Context: an optimization exercise on an open-source flow, tuned for a short achievable clock period and few clock cycles. The choices shown serve that exercise and are no tape-out recipe.
The RTL was checked by simulation tests, not by an equivalence proof against the original design.
Power is estimated from default activity; no workload was simulated.

==> inputs of 10-04 <==
==> flow/design.v (excerpt) <==
module blocking_cache (
  input  logic                      clk,
  input  logic                      reset,
  input  logic                      req_valid,
  output logic                      req_ready,
  input  cache_pkg::req_type_e      req_type,
  input  logic [32-1:0]  req_addr,
  input  logic [32-1:0]  req_data,
  output logic                      resp_valid,
  input  logic                      resp_ready,
  output logic [32-1:0]  resp_data,
  output logic                      mem_req_valid,
  input  logic                      mem_req_ready,
  output cache_pkg::req_type_e      mem_req_type,
  output logic [32-1:0]  mem_req_addr,
  output logic [32-1:0]  mem_req_data,
  input  logic                      mem_resp_valid,
  output logic                      mem_resp_ready,
  input  logic [32-1:0]  mem_resp_data
);
==> flow/config.mk <==
export PLATFORM = sky130hd
export DESIGN_NAME = blocking_cache
export DESIGN_NICKNAME = blocking_cache
export VERILOG_FILES = /design/flow/design.v
export SDC_FILE = /design/flow/constraint.sdc
export NUM_CORES = 4
export LEC_CHECK = 0
export ABC_CLOCK_PERIOD_IN_PS = 2000
export CAP_MARGIN = 20
export CORE_MARGIN = 2
export CORE_UTILIZATION = 55
export CTS_CLUSTER_DIAMETER = 60
export CTS_CLUSTER_SIZE = 20
export GPL_TIMING_DRIVEN = 1
export SETUP_SLACK_MARGIN = 3.7
export SLEW_MARGIN = 20
export TNS_END_PERCENT = 100
==> flow/constraint.sdc <==
create_clock -name core_clock -period 6.0 [get_ports {clk}]
set_input_delay 1.2000 -clock core_clock [delete_from_list [all_inputs] [get_ports {clk}]]
set_output_delay 1.2000 -clock core_clock [all_outputs]
set_load 0.01 [all_outputs]
standard.sh (not shown) runs the stock make flow with config.mk's settings and CLKGATE_MAP_FILE= SYNTH_SCRIPT=/design/flow/synth_recipe.tcl, a recipe that flattens the netlist after the stock synthesis.
==> flow/flow/run.sh <==
#!/bin/bash
# Standard ORFS layout (the standard.sh, unchanged synthesis), with two tool
# settings changed: ports are buffered with buf_6 cells instead of the library's
# weakest buffer, and the resizer may change a cell's footprint when sizing.
set -euo pipefail
bash standard.sh MATCH_CELL_FOOTPRINT=0 "BUFFER_PORTS_ARGS=-buffer_cell sky130_fd_sc_hd__buf_6" finish > standard.log 2>&1
==> inputs of 07-24, as changes to 10-04 <==
--- a/flow/design.v
+++ b/flow/design.v
@@ -303,13 +303,13 @@
   logic [AW-1:0]            f_a [2];
   logic [DW-1:0]            f_d [2];
   logic                     push;
   logic                     fire;
   logic                     ready_q;
   assign req_ready = ready_q;
-  assign push      = req_valid && !f_v[1];
+  assign push      = req_valid && ready_q;
   assign fire      = f_v[0] && !stall;
   always_ff @(posedge clk) begin
     if (reset) begin
       f_v     <= '0;
       ready_q <= 1'b1;
     end else begin
@@ -507,29 +507,24 @@
   end
   assign p_fire = fire;
   always_ff @(posedge clk) begin
     if (reset) r_push <= 1'b0;
     else       r_push <= fire;
   end
-  logic [DW-1:0] r_d [2];
-  logic [1:0]    r_src;        
-  assign r_data = r_src[1] ? bc_data : (r_src[0] ? r_d[1] : r_d[0]);
   always_ff @(posedge clk) begin
     if (fire) begin
-      r_d[0] <= s_data[0];
-      r_d[1] <= s_data[1];
-      r_src  <= {1'b0, way};
       r_rdy  <= 1'b1;
+      r_data <= u_data;
       r_rid  <= u_pid;
       if (is_read) begin
         if (!hit) begin
           r_rdy <= 1'b0;
           r_rid <= rid_next;
         end else if (u_pend) begin
-          r_rdy <= bc_valid && u_pid == bc_rid;
-          r_src <= 2'd2;
+          r_rdy  <= bc_valid && u_pid == bc_rid;
+          r_data <= bc_data;
         end
       end
     end
   end
 endmodule
 `default_nettype wire
==> inputs of 05-21, as changes to 10-04 <==
Settings changed: CTS_CLUSTER_DIAMETER 60 to 80, CTS_CLUSTER_SIZE 20 to 25.
==> comparison table <==
item	05-21	10-04	07-24
Result of the run	complete, no violations	complete, no violations	complete, no violations
Compound-gate portion of the synthesized area	13.7%	13.7%	11.3%
Inverter count	91	92	100
Maximum cell stage delay along the critical path	0.41 ns	0.41 ns	0.46 ns
Syn Area/Cell	13.4 um2	13.4 um2	14.6 um2
Overall die height	465 um	465 um	464 um
Sequential share of cell area	55.1%	54.6%	55.2%
Adder-cell share of the synthesized area	0.107%	0.107%	0.108%
Count of multi-input combinational gates	5,216	5,215	4,535
Routability congestion estimate from global placement	0.922	0.922	0.941
Post-route non-filler standard cell count	11,943	12,029	11,224
Clock power share	33.5%	36.3%	37.6%
Peak-usage layer in the global routing report	met1	met1	met2
Placed wire-length estimate after detailed placement	229,000 um	229,000 um	227,000 um
Testbench counts of 10-04, summed over its fixed seeds: cycles 24,798.
Testbench counts of 07-24, summed over its fixed seeds: cycles 24,798.
Testbench counts of 05-21, summed over its fixed seeds: cycles 24,798.

==> separate check: timing with driven ports <==
The flow's constraints put no driver on any port. The routed layouts listed below were extracted and timed again, unchanged, in two steps. Step 1 sets driving cells, clkbuf_16 on the clock port and buf_2 on the other inputs (assumed; they add their load-dependent delay and slew). Step 2 times the ports against the registers' clock, not the clock port: input delays grow and output delays shrink by t, the midpoint of the rising clock arrivals with the driver on. Slacks: ideal / step 1 / step 2; pairs: ideal / step 1.
run | t (ns) | setup WS [ns] | worst setup path after step 2 | pins driven straight from the clock port
10-04 | 0.961 | 3.411 / 3.310 / 2.578 | input to register | 1
07-24 | 0.947 | 3.288 / 3.288 / 2.415 | input to register | 1
05-21 | 0.922 | 3.448 / 3.356 / 2.620 | input to register | 1
After both steps setup and hold are still met in every run listed. The setup slack of 07-24, which loses most, moves by 0.000 ns with the drivers and by -0.873 ns with both steps.
